From an optimization exercise on the open Yosys and OpenROAD flow, aimed at small area, a short achievable clock period and few clock cycles per item; shortcuts taken in it are not production practice.
No functional check of the RTL was part of any run shown here.

==> flow/design.v, too long to show whole: its modules and the start of the top module <==
// module chroma_fir_sum: 340 lines
// module chroma_fir_add: 8 lines
// module csc_lane_sum: 1208 lines
// module csc_luma: 70 lines
// module csc_lane_clip: 402 lines
// module chroma_taps: 19 lines
// module yuv_to_rgb_top: 228 lines
module yuv_to_rgb_top (
	input logic Clock,
	input logic resetn,
	input logic in_valid,
	input csc_pkg::pixel_t in_y_even,
	input csc_pkg::pixel_t in_y_odd,
	input csc_pkg::pixel_t in_u,
	input csc_pkg::pixel_t in_v,
	output logic in_ready,
	output logic out_valid,
	output csc_pkg::word_t out_data,
	input logic out_credit
);
  // ...
==> flow/flow/run.sh <==
#!/bin/bash
# Own flow: the standard synthesis, then inverters around full adders removed
# (flow/fixinv.py, checked for equivalence with Yosys), then the standard
# layout with timing repair aiming past the clock period.
set -euo pipefail
MARGIN=5.6
R=orfs/results/sky130hd/yuv_to_rgb_top/base
bash standard.sh synth > synth.log 2>&1
cp $R/1_2_yosys.v yosys_before_fixinv.v.log
python3 flow/fixinv.py $R/1_2_yosys.v fixinv_out.v > fixinv.log 2>&1
LIB=$FLOW_HOME/platforms/sky130hd/lib/sky130_fd_sc_hd__tt_025C_1v80.lib
cat > fixinv_equiv.ys <<EOS
read_liberty -ignore_miss_func $LIB
read_verilog yosys_before_fixinv.v.log
rename $FLOW_TOP gold
read_verilog fixinv_out.v
rename $FLOW_TOP gate
hierarchy -check
flatten
rename -hide gold/w:_*
rename -hide gate/w:_*
async2sync
equiv_make gold gate eq
hierarchy -top eq
equiv_simple
equiv_induct
equiv_status -assert
EOS
if yosys -q -s fixinv_equiv.ys > fixinv_equiv.log 2>&1; then
  cp fixinv_out.v $R/1_2_yosys.v
  echo "fixinv: equivalent, netlist replaced" >> fixinv.log
else
  echo "fixinv: not proven equivalent, netlist kept" >> fixinv.log
fi
bash standard.sh SETUP_SLACK_MARGIN=$MARGIN "BUFFER_PORTS_ARGS=-buffer_cell sky130_fd_sc_hd__buf_4" finish > finish.log 2>&1
==> flow/flow/fixinv.py <==
#!/usr/bin/env python3
"""Removes inverters around full-adder cells in a flat gate-level netlist.

A full adder with every input inverted gives both outputs inverted:
FA(~a, ~b, ~c) = (~s, ~co). For each sky130 fa cell this pass weighs
flipping it: feed it the inverters' inputs instead of their outputs, and
invert its outputs (dropping inverters on their loads, or adding one where
a load needs the old polarity). A flip is made when it removes more
inverters than it adds. Registers and every other cell are left as they are.

usage: fixinv.py IN.v OUT.v
"""
import re
import sys

OUT_PINS = {"X", "Y", "Q", "Q_N", "SUM", "COUT", "HI", "LO"}
INV = "sky130_fd_sc_hd__inv_1"


def parse(path):
    lines = open(path).read().split("\n")
    head, cells, tail = [], {}, []
    order = []
    i = 0
    state = "head"
    cell_re = re.compile(r"^\s*(sky130_fd_sc_hd__\w+)\s+(\S+)\s*\($")
    pin_re = re.compile(r"^\s*\.(\w+)\((.*)\),?\s*$")
    while i < len(lines):
        ln = lines[i]
        m = cell_re.match(ln)
        if m:
            state = "cells"
            typ, name = m.group(1), m.group(2)
            pins = {}
            i += 1
            while not lines[i].strip().startswith(");"):
                pm = pin_re.match(lines[i])
                assert pm, lines[i]
                pins[pm.group(1)] = pm.group(2).strip()
                i += 1
            cells[name] = [typ, pins]
            order.append(name)
        elif ln.strip() == "endmodule":
            tail = lines[i:]
            break
        else:
            assert state == "head", ln
            head.append(ln)
        i += 1
    return head, cells, order, tail


def main(src, dst):
    head, cells, order, tail = parse(src)
    ports = set()
    for ln in head:
        m = re.match(r"^\s*(input|output)\s+(\[\d+:\d+\]\s+)?(\S+);", ln)
        if m:
            ports.add(m.group(3))

    def base(net):
        n = net.lstrip("\\").split("[")[0].strip()
        return n

    driver = {}
    loads = {}

    def rebuild():
        driver.clear()
        loads.clear()
        for name, (typ, pins) in cells.items():
            for p, n in pins.items():
                if p in OUT_PINS:
                    driver[n] = (name, p)
                else:
                    loads.setdefault(n, []).append((name, p))

    rebuild()
    newid = [0]
    new_wires = []

    def new_net():
        newid[0] += 1
        n = f"_fixinv_n{newid[0]}_"
        new_wires.append(n)
        return n

    def new_inv(a):
        y = new_net()
        newid[0] += 1
        name = f"_fixinv_c{newid[0]}_"
        cells[name] = [INV, {"A": a, "Y": y}]
        order.append(name)
        driver[y] = (name, "Y")
        loads.setdefault(a, []).append((name, "A"))
        return y

    def is_inv(name):
        t = cells[name][0]
        return "__inv_" in t or "__clkinv_" in t

    def special(net):
        return base(net) in ports or "'" in net

    def inv_of(net):
        # an existing inverter whose input is net
        for (c, p) in loads.get(net, []):
            if c in cells and is_inv(c) and p == "A" and not special(cells[c][1]["Y"]):
                return cells[c][1]["Y"]
        return None

    flips = 0
    removed = 0
    changed = True
    while changed:
        changed = False
        for name in list(order):
            if name not in cells:
                continue
            typ, pins = cells[name]
            if "__fa_" not in typ:
                continue
            ins = [pins["A"], pins["B"], pins["CIN"]]
            outs = [pins["SUM"], pins["COUT"]]
            if any(special(n) for n in ins + outs):
                continue
            gain = 0
            plan_in = []
            for pin in ("A", "B", "CIN"):
                x = pins[pin]
                d = driver.get(x)
                if d and is_inv(d[0]):
                    src = cells[d[0]][1]["A"]
                    solo = len(loads.get(x, [])) == 1
                    plan_in.append((pin, "src", src, d[0] if solo else None))
                    if solo:
                        gain += 1
                else:
                    e = inv_of(x)
                    plan_in.append((pin, "inv", x, e))
                    if e is None:
                        gain -= 1
            plan_out = []
            for pin in ("SUM", "COUT"):
                o = pins[pin]
                invl, other = [], []
                for (c, p) in loads.get(o, []):
                    if is_inv(c) and not special(cells[c][1]["Y"]):
                        invl.append(c)
                    else:
                        other.append((c, p))
                gain += len(invl)
                if other:
                    gain -= 1
                plan_out.append((pin, o, invl, other))
            if gain <= 0:
                continue
            # apply
            for pin, kind, x, extra in plan_in:
                if kind == "src":
                    pins[pin] = x
                    if extra is not None:
                        del cells[extra]
                        removed += 1
                else:
                    pins[pin] = extra if extra is not None else new_inv(x)
                rebuild()
            for pin, o, invl, other in plan_out:
                for j in invl:
                    oj = cells[j][1]["Y"]
                    for (c, p) in loads.get(oj, []):
                        cells[c][1][p] = o
                    del cells[j]
                    removed += 1
                rebuild()
                if other:
                    y = new_inv(o)
                    for (c, p) in other:
                        if c in cells:
                            cells[c][1][p] = y
                rebuild()
            flips += 1
            changed = True

    with open(dst, "w") as f:
        for ln in head:
            f.write(ln + "\n")
        for w in new_wires:
            f.write(f"  wire {w};\n")
        for name in order:
            if name not in cells:
                continue
            typ, pins = cells[name]
            f.write(f"  {typ} {name} (\n")
            items = list(pins.items())
            for k, (p, n) in enumerate(items):
                nn = n + " " if n.startswith("\\") else n
                f.write(f"    .{p}({nn}){',' if k + 1 < len(items) else ''}\n")
            f.write("  );\n")
        for ln in tail:
            f.write(ln + "\n")
    n_inv = sum(1 for c in cells.values() if "__inv_" in c[0] or "__clkinv_" in c[0])
    print(f"fixinv: {flips} adders flipped, inverters now {n_inv}, removed {removed}, added {newid[0] // 2}")


if __name__ == "__main__":
    main(sys.argv[1], sys.argv[2])
==> flow/standard.sh <==
#!/bin/bash
# synth_recipe.tcl (not shown) runs the flow's synth.tcl, then flattens the netlist and writes it again
# the make line also repeats each setting of config.mk as NAME=value (left out here)
make -C /OpenROAD-flow-scripts/flow DESIGN_CONFIG=/design/flow/config.mk WORK_HOME=/design/flow/orfs CLKGATE_MAP_FILE= SYNTH_SCRIPT=/design/flow/synth_recipe.tcl "${@:-finish}"
==> flow/config.mk <==
export PLATFORM = sky130hd
export DESIGN_NAME = yuv_to_rgb_top
export DESIGN_NICKNAME = yuv_to_rgb_top
export VERILOG_FILES = /design/flow/design.v
export SDC_FILE = /design/flow/constraint.sdc
export NUM_CORES = 4
export LEC_CHECK = 0
export CAP_MARGIN = 20
export CORE_MARGIN = 2
export CORE_UTILIZATION = 55
export SETUP_SLACK_MARGIN = 5
export SLEW_MARGIN = 20
==> flow/constraint.sdc <==
create_clock -name core_clock -period 9.0 [get_ports {Clock}]
set_input_delay 1.8000 -clock core_clock [delete_from_list [all_inputs] [get_ports {Clock}]]
set_output_delay 1.8000 -clock core_clock [all_outputs]
set_load 0.01 [all_outputs]
==> summary.md, run 1 <==
| Metric | Value |
|---|---|
| Total non-filler cell area in the finished layout | between 0.03 and 0.04 mm2 |
| Number of iterations in the first detailed-routing pass | 9 |
| Launch point of the worst hold path | cred[2]$_DFF_PN1_ |
| Non-Clock Buffer Area Fraction | 4.67% |
| Total die area | 0.0499 mm2 |
| Number of cells in the design after placement | 3006 |
| Diode insertion count for antenna repair | 0 |
| Maximum frequency from static timing analysis | ~0.27 GHz |
| Gates resized, CTS repair | between 80 and 90 |
| # setup viols final | 0 |
| Sequential portion of the cell area | between 30% and 40% |
| Final hold violation count | 0 |
| Multi-input gate area in the final layout | roughly 0.014 mm2 |
| Type of the worst min-delay path | reg -> reg |
| Total Wirelength | 69700 um |
| Final GP Congestion | around 0.9 |
| X dimension of the die | around 220 um |
| Area added between synthesis and finish | 14.6% |
| Maximum number of pins on one net before global-route repair | 68 |
| Worst reg2reg path startpoint | fsel_v$_DFFE_PN_ |
| Tap cell count | approximately 620 |
| Clock buffer count in the final layout | slightly below 60 |
| Skew-Pair Late Insertion Delay | roughly 0.59 ns |
| Crit path launch | fsel_v$_DFFE_PN_ |
| Total congestion overflow after global routing | 0 |
| Hold Path Depth | 1 |
| Wire length on met1 | just over 30000 um |
| Cells along the critical path | buf_6, buf_12, mux2_4, fa_1, fa_1, fa_1, fa_1, inv_2, nor2_2, a21oi_1, o211ai_1, o211a_1 |
| CP Max Fanout | 6 |
| Syn Area/Cell | between 10 and 15 um2 |
| Effective utilization at floorplan | between 50 and 60% |
| Number of sinks handled by clock tree synthesis | around 370 |
| Fraction of met3 tracks used by global routing | roughly 6.6% |
| Outcome | finished clean |
==> inputs of run 2 (changes only) <==
--- a/flow/flow/run.sh
+++ b/flow/flow/run.sh
@@ -5,3 +5,3 @@
 set -euo pipefail
-MARGIN=5.6
+MARGIN=5.8
 R=orfs/results/sky130hd/yuv_to_rgb_top/base
--- a/flow/config.mk
+++ b/flow/config.mk
@@ -9,3 +9,4 @@
 export CORE_MARGIN = 2
-export CORE_UTILIZATION = 55
+export CORE_UTILIZATION = 65
+export CTS_BUF_LIST = sky130_fd_sc_hd__clkbuf_4 sky130_fd_sc_hd__clkbuf_8
 export SETUP_SLACK_MARGIN = 5
==> summary.md, run 2 <==
| Metric | Value |
|---|---|
| Commonest cells after routing, fill and taps aside | 393 x sky130_fd_sc_hd__inv_1, 348 x sky130_fd_sc_hd__edfxtp_1, 267 x sky130_fd_sc_hd__nand2_1, 215 x sky130_fd_sc_hd__o21ai_0, 211 x sky130_fd_sc_hd__fa_1 (was 389 x sky130_fd_sc_hd__inv_1, 348 x sky130_fd_sc_hd__edfxtp_1, 271 x sky130_fd_sc_hd__nand2_1, 222 x sky130_fd_sc_hd__fa_1, 216 x sky130_fd_sc_hd__o21ai_0) |
| Buffer levels on the longest clock path | 3 (unchanged) |
| Worst Path Arrival | 4.10 ns (was 4.01 ns) |
| Post-route DRC | 0 (unchanged) |
| Setup TNS | 0 ns (unchanged) |
| Launch point of the worst hold path | cred[2]$_DFF_PN1_ (unchanged) |
| Worst Slack Setup Final | 5.33 ns (was 5.31 ns) |
| Cell mode on critical path | sky130_fd_sc_hd__fa_1 (unchanged) |
| CP Max Fanout | 13 (was 6) |
| Clk root buf | sky130_fd_sc_hd__clkbuf_8 (was sky130_fd_sc_hd__clkbuf_16) |
| Post-route ant nets | 0 (unchanged) |
| Type of the worst setup path | reg -> reg (unchanged) |
| # setup viols final | 0 (unchanged) |
| Total Wirelength | 69900 um (was 69700 um) |
| Die span in y | 206 um (was 223 um) |
| Worst slew margin relative to its limit | 29.9% (was 36.5%) |
| Type of the worst min-delay path | reg -> reg (unchanged) |
| Share of the clock period used by the worst path after layout | 40.8% (was 41.0%) |
| Most common library cell in the layout ignoring fill and taps | sky130_fd_sc_hd__inv_1 (unchanged) |
| Total congestion overflow after global routing | 0 (unchanged) |
| Endpoint required time on the critical path | 9.43 ns (was 9.32 ns) |
| Inserted Clock Buffers | 60 (was 43) |
| CP Launch Type | flop (unchanged) |
| Number of design-rule violations left by the first detailed-router iteration | 2032 (was 2017) |
| Endpoint of the worst-slack reg-to-reg timing path | fcs[0]$_DFFE_PP_ (unchanged) |
| Number of buffer and inverter stages on the critical path | 2 (was 3) |
| Cell count after synthesis | 2398 (unchanged) |
| Number of maximum-capacitance violations | 0 (unchanged) |
| End of the worst hold path | cred[2]$_DFF_PN1_ (unchanged) |
| Worst reg2reg path startpoint | fsel_v$_DFFE_PN_ (unchanged) |
| Final GP Congestion | 0.949 (was 0.905) |
| Nature of the critical path endpoint | flop (unchanged) |
| Detail-routed net length per standard cell | 22.3 um (was 21.9 um) |
| Cell family contributing the most delay on the critical path | adder cells (unchanged) |
| Count of pins on the block boundary | 54 (unchanged) |
| # nets final | 3007 (was 2981) |
| Worst-path cell with the longest stage delay | sky130_fd_sc_hd__fa_1 (unchanged) |
| Ratio of cells with drive above 1 in the final layout | 17.3% (was 15.0%) |
| Cell Rows | 73 (was 80) |
| Net count after synthesis | 2849 (unchanged) |
| Setup slack, reg-to-reg | 5.33 ns (was 5.31 ns) |
| Skew-Pair Late Insertion Delay | 0.68 ns (was 0.59 ns) |
| Cts-stage hold buffer count | 0 (unchanged) |
| Effective utilization at floorplan | 66.2% (was 55.6%) |
| Average vias per placed instance | 6.06 (was 5.73) |
| Area added between synthesis and finish | 14.3% (was 14.6%) |
| Final hold violation count | 0 (unchanged) |
| H-tree depth | 2 (unchanged) |
| Setup Skew | 0.0294 ns (was 0.0302 ns) |
| Hold Path Depth | 1 (unchanged) |
| Outcome | finished clean (unchanged) |
| Number of iterations in the first detailed-routing pass | 13 (was 9) |
| Dpl hpwl | 50300 um (was 51800 um) |
| Cells along the critical path | buf_12, mux2_4, fa_1, fa_1, fa_1, fa_1, inv_1, nor2_1, a21oi_1, o211ai_1, o211a_1 (was buf_6, buf_12, mux2_4, fa_1, fa_1, fa_1, fa_1, inv_2, nor2_2, a21oi_1, o211ai_1, o211a_1) |
| Netlist Area Pre-Place | 0.0265 mm2 (unchanged) |
| Number of global-route vias before repair | 18865 (was 18203) |
| R2R cell count | 11 (was 12) |
| Routed via count | 18973 (was 18212) |
| Maximum frequency from static timing analysis | 0.272 GHz (was 0.271 GHz) |
| Diode insertion count for antenna repair | 0 (unchanged) |
| Maximum number of pins on one net before global-route repair | 68 (unchanged) |
| Max incr delay on CP | 0.56 ns (was 0.55 ns) |
| Transition time of the tightest slew-check pin | 1.04 ns (was 0.946 ns) |
| RSZ-0062 raised after global routing | yes (unchanged) |
| Clock slew at reported path FFs | 0.07 ns (was 0.06 ns) |
| TritonCTS clock tree | built (unchanged) |
| Total die area | 0.0424 mm2 (was 0.0499 mm2) |
| Number of warnings printed during yosys synthesis | 2 (unchanged) |
| Std-Cell Core Area | 0.0400 mm2 (was 0.0476 mm2) |
| Clock period minus final worst setup slack | 3.67 ns (was 3.69 ns) |
| Setup Slack @ Placement | 5.01 ns (was 5.07 ns) |
| Initial antenna violation count | 0 (unchanged) |
| Number of sinks handled by clock tree synthesis | 374 (unchanged) |
| Input/output buffers | 53 (unchanged) |
| Wire length of the first global-routing pass | 107000 um (about the same) |
| Number of pins with negative max-slew slack in the final report | 0 (unchanged) |
| Total routing resource utilization after global routing | 33.7% (was 28.4%) |
| X dimension of the die | 206 um (was 223 um) |
| Syn Area/Cell | 11.0 um2 (unchanged) |
## run 2: worst max-delay path by stage
stage / startpoint / to / slack, ns / depth (start not counted)
6_report: fsel_v$_DFFE_PN_ / fcs[0]$_DFFE_PP_ / 5.33 / 11
5_1_grt: vb1[6]$_DFFE_PP_ / pr2[0]$_DFFE_PP_ / 5.23 / 14
4_1_cts: fsel_v$_DFFE_PN_ / fcs[0]$_DFFE_PP_ / 5.36 / 11
3_5_place_dp: fsel_v$_DFFE_PN_ / fcs[0]$_DFFE_PP_ / 5.01 / 11
3_3_place_gp: fsel_v$_DFFE_PN_ / fcs[0]$_DFFE_PP_ / 5.07 / 11
2_1_floorplan: ub1[1]$_DFFE_PP_ / pg2[0]$_DFFE_PP_ / 5.44 / 11
## run 2: area by class of cell
type,count,area [um2]
Inverter,421,1620
Sequential cell,374,11100
Clock inverter,22,213
Tap cell,525,657
Clock buffer,90,1080
Fill cell,2699,9740
Timing Repair Buffer,178,1480
Multi-Input combinational cell,1521,14100
## run 2: through the flow
| step | std cells | cell area (um2) | hold slack (ns) | util [%] |
|---|---|---|---|---|
| final | 3131 | 30300 | 0.514 | 75.7 |
| after global routing | 3131 | 30300 | 0.549 | 75.7 |
| after CTS | 3094 | 29800 | 0.519 | 74.4 |
| after detailed placement | 2915 | 27700 | 0.510 | 69.2 |
| after global placement | 2915 | 27700 | 0.499 | 69.2 |
| after floorplan | 2398 | 26800 | 0.469 | - |
## run 2: what timing repair did
action | CTS | global route
endpoints found under the setup margin | 54 | 50
buffers inserted | 64 | 36
resized for setup | 66 | 59
cloned | 3 | 1
pin swaps | 25 | 47
## run 2: per-layer routing
layer / vias to the layer above / GRT usage, % / wire, um
li1: 8531 / - / -
met1: 9366 / 49.7 / 29500
met2: 960 / 52.2 / 32000
met3: 116 / 6.34 / 6810
met4: 0 / 8.57 / 1580
met5: - / 0 / 0
==> module yuv_to_rgb_top, before the edit <==
module yuv_to_rgb_top (
	input logic Clock,
	input logic resetn,
	input logic in_valid,
	input csc_pkg::pixel_t in_y_even,
	input csc_pkg::pixel_t in_y_odd,
	input csc_pkg::pixel_t in_u,
	input csc_pkg::pixel_t in_v,
	output logic in_ready,
	output logic out_valid,
	output csc_pkg::word_t out_data,
	input logic out_credit
);
	localparam logic [1:0] PA = 2'd0;
	localparam logic [1:0] PB = 2'd1;
	localparam logic [1:0] PC = 2'd2;
	localparam logic [1:0] T_NONE = 2'd0;
	localparam logic [1:0] T_EVEN = 2'd1;
	localparam logic [1:0] T_ODD = 2'd2;
	logic [3:0][7:0] s_ye;
	logic [3:0][7:0] s_yo;
	logic [3:0][7:0] s_u;
	logic [3:0][7:0] s_v;
	logic wpar;
	logic [1:0] widx;
	logic rpar;
	logic [3:0] ko;
	logic [3:0] kov;
	logic [1:0] rph;
	logic [2:0] cred;
	logic stall;
	logic [26:0] pre_u;
	logic [26:0] pre_v;
	logic fsel_v;
	logic [7:0] y_r;
	logic [18:0] fcs;
	logic [8:0] fu;
	logic oiss;
	logic [1:0] t1;
	logic [22:0] p1;
	logic [8:0] ub1;
	logic [8:0] vb1;
	logic [1:0] t2;
	logic [22:0] pr2;
	logic [22:0] pg2;
	logic [22:0] pb2;
	logic [7:0] bh;
	logic pend;
	logic v4;
	logic accept;
	logic start_ok;
	logic op_valid;
	logic go;
	logic [1:0] tag_r;
	logic wpar_n;
	logic [1:0] widx_n;
	logic rpar_n;
	logic [3:0] ko_n;
	logic [1:0] rph_n;
	logic [2:0] cred_n;
	logic v4_n;
	logic stall_n;
	logic stall_nc;
	logic free_n;
	logic [7:0] rd_y;
	logic [7:0] rd_u;
	logic [7:0] rd_v;
	logic [22:0] luma;
	logic [26:0] tap_u;
	logic [26:0] tap_v;
	logic [18:0] fir_cs;
	logic [8:0] fir_out;
	logic [22:0] lpr;
	logic [22:0] lpg;
	logic [22:0] lpb;
	logic [7:0] lr;
	logic [7:0] lg;
	logic [7:0] lb;
	assign accept = in_valid && in_ready;
	assign start_ok = !ko[0] || (wpar != rpar);
	assign op_valid = (rph != PA) || start_ok;
	assign go = op_valid && !stall;
	assign tag_r = oiss ? T_ODD : (go && rph == PC) ? T_EVEN : T_NONE;
	function automatic logic slot_free(input logic wp, input logic [1:0] wi, input logic st,
			input logic rp, input logic [3:0] k, input logic [1:0] ph);
		if (wp == rp)
			slot_free = 1'b1;
		else if (wi == 2'd0)
			slot_free = k[3] || (k[2] && (ph != PA || !st));
		else if (wi != 2'd3)
			slot_free = k[3] && (ph != PA || !st);
		else
			slot_free = k[3] && (ph == PC) && !st;
	endfunction
	always_comb begin
		wpar_n = wpar;
		widx_n = widx;
		if (accept) begin
			widx_n = widx + 2'd1;
			if (widx == 2'd3)
				wpar_n = !wpar;
		end
		rpar_n = rpar;
		ko_n = ko;
		rph_n = rph;
		if (go) begin
			case (rph)
				PA: rph_n = PB;
				PB: rph_n = PC;
				default: begin
					rph_n = PA;
					ko_n = {ko[2:0], ko[3]};
					if (ko[3])
						rpar_n = !rpar;
				end
			endcase
		end
		cred_n = cred - {2'd0, out_valid} + {2'd0, out_credit};
		v4_n = stall || (t2 != T_NONE) || pend;
		stall_nc = v4_n && (cred == {2'd0, out_valid});
		stall_n = stall_nc && !out_credit;
		case ({in_valid && in_ready, stall_n})
			2'b00: free_n = slot_free(wpar, widx, 1'b0, rpar_n, ko_n, rph_n);
			2'b01: free_n = slot_free(wpar, widx, 1'b1, rpar_n, ko_n, rph_n);
			2'b10: free_n = slot_free(wpar ^ (widx == 2'd3), widx + 2'd1, 1'b0, rpar_n, ko_n, rph_n);
			default: free_n = slot_free(wpar ^ (widx == 2'd3), widx + 2'd1, 1'b1, rpar_n, ko_n, rph_n);
		endcase
	end
	always_ff @(posedge Clock or negedge resetn) begin
		if (!resetn) begin
			wpar <= 1'b0;
			widx <= 2'd0;
			rpar <= 1'b0;
			ko <= 4'b0001;
			kov <= 4'b0001;
			rph <= PA;
			cred <= 3'(4);
			stall <= 1'b0;
			in_ready <= 1'b1;
			out_valid <= 1'b0;
			t1 <= T_NONE;
			t2 <= T_NONE;
			pend <= 1'b0;
			oiss <= 1'b0;
			v4 <= 1'b0;
		end else begin
			wpar <= wpar_n;
			widx <= widx_n;
			rpar <= rpar_n;
			ko <= ko_n;
			if (go && rph == PC)
				kov <= {kov[2:0], kov[3]};
			rph <= rph_n;
			cred <= cred_n;
			stall <= stall_n;
			in_ready <= free_n;
			out_valid <= v4_n && (cred_n != 3'd0);
			v4 <= v4_n;
			if (!stall) begin
				t1 <= tag_r;
				t2 <= t1;
				pend <= (t2 == T_ODD);
				oiss <= go && rph == PC;
			end
		end
	end
	chroma_taps u_taps_u (.k(ko), .c(s_u), .pre(tap_u));
	chroma_taps u_taps_v (.k(kov), .c(s_v), .pre(tap_v));
	always_comb begin
		rd_y = '0;
		rd_u = '0;
		rd_v = '0;
		for (int j = 0; j < 4; j++) begin
			rd_y |= {8{ko[j]}} & ((rph == PB) ? s_ye[j] : s_yo[j]);
			rd_u |= {8{ko[j]}} & s_u[j];
			rd_v |= {8{ko[j]}} & s_v[j];
		end
	end
	csc_luma u_luma (.y(y_r), .p(luma));
	chroma_fir_sum u_fir_sum (.pre(fsel_v ? pre_v : pre_u), .cs(fir_cs));
	chroma_fir_add u_fir_add (.cs(fcs), .fb(fir_out));
	csc_lane_sum u_sum (.p(p1), .ub(ub1), .vb(vb1), .pr(lpr), .pg(lpg), .pb(lpb));
	csc_lane_clip u_clip (.pr(pr2), .pg(pg2), .pb(pb2), .r(lr), .g(lg), .b(lb));
	always_ff @(posedge Clock) begin
		if (in_ready) begin
			s_ye[widx] <= in_y_even;
			s_yo[widx] <= in_y_odd;
			s_u[widx] <= in_u;
			s_v[widx] <= in_v;
		end
		if (go && rph == PA) begin
			pre_u <= tap_u;
			pre_v <= tap_v;
		end
		if (!stall)
			fsel_v <= (rph_n == PC);
		if (go && rph != PA)
			y_r <= rd_y;
		if (go && rph != PA)
			fcs <= fir_cs;
		if (go && rph == PC) begin
			fu <= fir_out;
			p1 <= luma;
			ub1 <= {rd_u[7], !rd_u[7], rd_u[6:0]};
			vb1 <= {rd_v[7], !rd_v[7], rd_v[6:0]};
		end
		if (oiss && !stall) begin
			p1 <= luma;
			ub1 <= fu;
			vb1 <= fir_out;
		end
		if (!stall) begin
			if (t1 != T_NONE) begin
				pr2 <= lpr;
				pg2 <= lpg;
				pb2 <= lpb;
			end
			if (t2 == T_EVEN) begin
				out_data <= {lr, lg};
				bh <= lb;
			end else if (t2 == T_ODD) begin
				out_data <= {bh, lr};
			end else if (pend) begin
				out_data <= {lg, lb};
			end
		end
	end
endmodule
==> inputs of run 3 (changes only) <==
--- a/flow/design.v
+++ b/flow/design.v
@@ -2088,3 +2088,2 @@
 	logic [26:0] pre_v;
-	logic fsel_v;
 	logic [7:0] y_r;
@@ -2234,3 +2233,3 @@
 	csc_luma u_luma (.y(y_r), .p(luma));
-	chroma_fir_sum u_fir_sum (.pre(fsel_v ? pre_v : pre_u), .cs(fir_cs));
+	chroma_fir_sum u_fir_sum (.pre(pre_u), .cs(fir_cs));
 	chroma_fir_add u_fir_add (.cs(fcs), .fb(fir_out));
@@ -2249,4 +2248,4 @@
 		end
-		if (!stall)
-			fsel_v <= (rph_n == PC);
+		if (go && rph == PB)
+			pre_u <= pre_v;
 		if (go && rph != PA)
--- a/flow/config.mk
+++ b/flow/config.mk
@@ -10,3 +10,5 @@
 export CORE_UTILIZATION = 65
-export CTS_BUF_LIST = sky130_fd_sc_hd__clkbuf_4 sky130_fd_sc_hd__clkbuf_8
+export CTS_BUF_LIST = sky130_fd_sc_hd__clkbuf_8
+export CTS_CLUSTER_DIAMETER = 50
+export CTS_CLUSTER_SIZE = 14
 export SETUP_SLACK_MARGIN = 5
==> summary.md, run 3 <==
| Metric | Value |
|---|---|
| Maximum number of pins on one net before global-route repair | 67 (was 68) |
| Final hold violation count | 0 (unchanged) |
| Input/output buffers | 53 (unchanged) |
| Std-Cell Core Area | 0.0407 mm2 (was 0.0400 mm2) |
| # setup viols final | 0 (unchanged) |
| Buffer levels on the longest clock path | 3 (unchanged) |
| Number of maximum-capacitance violations | 0 (unchanged) |
| Count of pins on the block boundary | 54 (unchanged) |
| Number of warnings printed during yosys synthesis | 2 (unchanged) |
| Average vias per placed instance | 6.09 (was 6.06) |
| Syn Area/Cell | 10.8 um2 (was 11.0 um2) |
| Number of cells in the design after placement | 3001 (was 2915) |
| Type of the worst min-delay path | reg -> reg (unchanged) |
| Setup TNS | 0 ns (unchanged) |
| Clk root buf | sky130_fd_sc_hd__clkbuf_8 (unchanged) |
| Endpoint of the worst-slack reg-to-reg timing path | pr2[0]$_DFFE_PP_ (was fcs[0]$_DFFE_PP_) |
| Total Wirelength | 70300 um (was 69900 um) |
| Type of the worst setup path | reg -> reg (unchanged) |
| Final GP Congestion | 0.921 (was 0.949) |
| TritonCTS clock tree | built (unchanged) |
| Setup slack, reg-to-reg | 5.14 ns (was 5.33 ns) |
| Max incr delay on CP | 0.56 ns (about the same) |
| Most common library cell in the layout ignoring fill and taps | sky130_fd_sc_hd__inv_1 (unchanged) |
| Setup Skew | 0.0330 ns (was 0.0294 ns) |
| Worst-path cell with the longest stage delay | sky130_fd_sc_hd__fa_1 (unchanged) |
| Die span in y | 207 um (was 206 um) |
| Logic depth of the worst setup path including buffers | 12 (was 11) |
| Commonest cells after routing, fill and taps aside | 401 x sky130_fd_sc_hd__inv_1, 347 x sky130_fd_sc_hd__edfxtp_1, 302 x sky130_fd_sc_hd__nand2_1, 230 x sky130_fd_sc_hd__o21ai_0, 219 x sky130_fd_sc_hd__fa_1 (was 393 x sky130_fd_sc_hd__inv_1, 348 x sky130_fd_sc_hd__edfxtp_1, 267 x sky130_fd_sc_hd__nand2_1, 215 x sky130_fd_sc_hd__o21ai_0, 211 x sky130_fd_sc_hd__fa_1) |
| Number of iterations in the first detailed-routing pass | 8 (was 13) |
| Cell count after synthesis | 2482 (was 2398) |
| Clock slew at reported path FFs | 0.09 ns (was 0.07 ns) |
| Wire length of the first global-routing pass | 106000 um (was 107000 um) |
| Detail-routed net length per standard cell | 22.0 um (was 22.3 um) |
| Ratio of cells with drive above 1 in the final layout | 17.1% (was 17.3%) |
| Total congestion overflow after global routing | 0 (unchanged) |
| Worst slew margin relative to its limit | 21.7% (was 29.9%) |
| Number of sinks handled by clock tree synthesis | 373 (was 374) |
| Maximum frequency from static timing analysis | 0.259 GHz (was 0.272 GHz) |
| Post-route ant nets | 0 (unchanged) |
| Cts-stage hold buffer count | 0 (unchanged) |
| Critical path destination | pr2[0]$_DFFE_PP_ (was fcs[0]$_DFFE_PP_) |
| CP Max Fanout | 3 (was 13) |
| Routed via count | 19472 (was 18973) |
| Initial antenna violation count | 2 (was 0) |
| Total routing resource utilization after global routing | 33.2% (was 33.7%) |
| X dimension of the die | 207 um (was 206 um) |
| Crit path launch | p1[8]$_DFFE_PP_ (was fsel_v$_DFFE_PN_) |
| Post-route DRC | 0 (unchanged) |
| Net count after synthesis | 2933 (was 2849) |
| Launch point of the worst hold path | t1[1]$_DFFE_PN0N_ (was cred[2]$_DFF_PN1_) |
| Outcome | finished clean (unchanged) |
| Endpoint required time on the critical path | 9.47 ns (was 9.43 ns) |
| Worst Path Arrival | 4.32 ns (was 4.10 ns) |
| H-tree depth | 2 (unchanged) |
| RSZ-0062 raised after global routing | yes (unchanged) |
| Skew-Pair Late Insertion Delay | 0.63 ns (was 0.68 ns) |
| Inserted Clock Buffers | 43 (was 60) |
| CP Launch Type | flop (unchanged) |
| Worst reg2reg path startpoint | p1[8]$_DFFE_PP_ (was fsel_v$_DFFE_PN_) |
| Transition time of the tightest slew-check pin | 1.17 ns (was 1.04 ns) |
| Share of the clock period used by the worst path after layout | 42.8% (was 40.8%) |
| Nature of the critical path endpoint | flop (unchanged) |
| Clock period minus final worst setup slack | 3.86 ns (was 3.67 ns) |
| Number of standard cells in the layout, taps in and fillers out | 3198 (was 3131) |
| Total die area | 0.0428 mm2 (was 0.0424 mm2) |
| Area added between synthesis and finish | 13.9% (was 14.3%) |
| Cells along the critical path | inv_1, fa_1, fa_1, inv_1, fa_1, inv_1, a222oi_1, o221ai_2, a2111o_1, nor4b_2, maj3_2, o221ai_2 (was buf_12, mux2_4, fa_1, fa_1, fa_1, fa_1, inv_1, nor2_1, a21oi_1, o211ai_1, o211a_1) |
| Number of buffer and inverter stages on the critical path | 3 (was 2) |
| Number of pins with negative max-slew slack in the final report | 0 (unchanged) |
| Cell Rows | 74 (was 73) |
| Effective utilization at floorplan | 65.6% (was 66.2%) |
| R2R cell count | 12 (was 11) |
| Cell family contributing the most delay on the critical path | adder cells (unchanged) |
| Netlist Area Pre-Place | 0.0267 mm2 (was 0.0265 mm2) |
| Number of global-route vias before repair | 18962 (was 18865) |
| # nets final | 3085 (was 3007) |
| Dpl hpwl | 50600 um (was 50300 um) |
| Number of design-rule violations left by the first detailed-router iteration | 2063 (was 2032) |
run 3: metal layers:
| metal | global-route usage (%) | share of wire, % |
|---|---|---|
| met3 | 5.10 | 8.3 |
| met1 | 47.5 | 41 |
| met5 | 0 | 0 |
| met2 | 52.7 | 47 |
| met4 | 10.6 | 3.4 |
run 3: through the flow:
stage          area, um2  util, %  hold WS (ns)  setup slack (ns)
2_1_floorplan      26800        -         0.457              5.02
3_5_place_dp       27800     68.2         0.499              4.65
6_report           30400     74.7         0.515              5.14
3_3_place_gp       27800     68.2         0.488              4.73
5_1_grt            30400     74.7         0.536              4.99
4_1_cts            29700     73.0         0.521              5.18
run 3: worst min-delay path by stage:
| stage | end | slack, ns | cells after the start |
|---|---|---|---|
| floorplan | t1[0]$_DFFE_PN0N_ | 0.46 | 1 |
| global placement | t1[1]$_DFFE_PN0N_ | 0.49 | 2 |
| detailed placement | t1[1]$_DFFE_PN0N_ | 0.50 | 2 |
| CTS | t1[1]$_DFFE_PN0N_ | 0.52 | 2 |
| global route | cred[2]$_DFF_PN1_ | 0.54 | 1 |
| finish | t1[1]$_DFFE_PN0N_ | 0.52 | 2 |
run 3: what timing repair did:
item,4_1_cts,5_1_grt
endpoints found under the setup margin,104,58
pin swaps,63,82
resized for setup,115,81
buffers inserted,72,44
gates cloned,1,3
run 3: worst min-delay path, cell delays in order, from the launching register on:
cell and delay [ns]:
sky130_fd_sc_hd__dfrtp_1 0.37, sky130_fd_sc_hd__nand2_1 0.06, sky130_fd_sc_hd__nand2_1 0.06
run 3: final cells by class:
cell class	count	area [um2]
Timing Repair Buffer	193	1630
Fill cell	2825	10300
Clock inverter	29	327
Inverter	419	1600
Clock buffer	47	647
Multi-Input combinational cell	1604	14500
Antenna cell	1	2.50
Sequential cell	373	11100
Tap cell	532	666

-- separate check: timing with driven ports --
Ports are ideal in the flow. The routed layouts listed here were re-timed in OpenROAD.
Step 1 (the two cells are an assumption about what drives the block):
set clk [get_ports {Clock}]
set_driving_cell -lib_cell sky130_fd_sc_hd__clkbuf_16 $clk
set_driving_cell -lib_cell sky130_fd_sc_hd__buf_2 [delete_from_list [all_inputs] $clk]
Step 2 times the ports against the registers' clock, not the clock port: input delays grow and output delays shrink by t, the midpoint of the rising clock arrivals with the driver on.
a / b / c = ideal ports / drivers / drivers and shift; a / b = the first two.
run | shift t [ns] | setup slack, ns | worst slew at a driven data input, ns
run 1 | 0.631 | 5.308 / 5.308 / 5.308 | 0.04
run 2 | 0.714 | 5.327 / 5.327 / 5.327 | 0.05
run 3 | 0.669 | 5.144 / 5.144 / 5.144 | 0.05
After both steps every run listed still meets setup and hold.
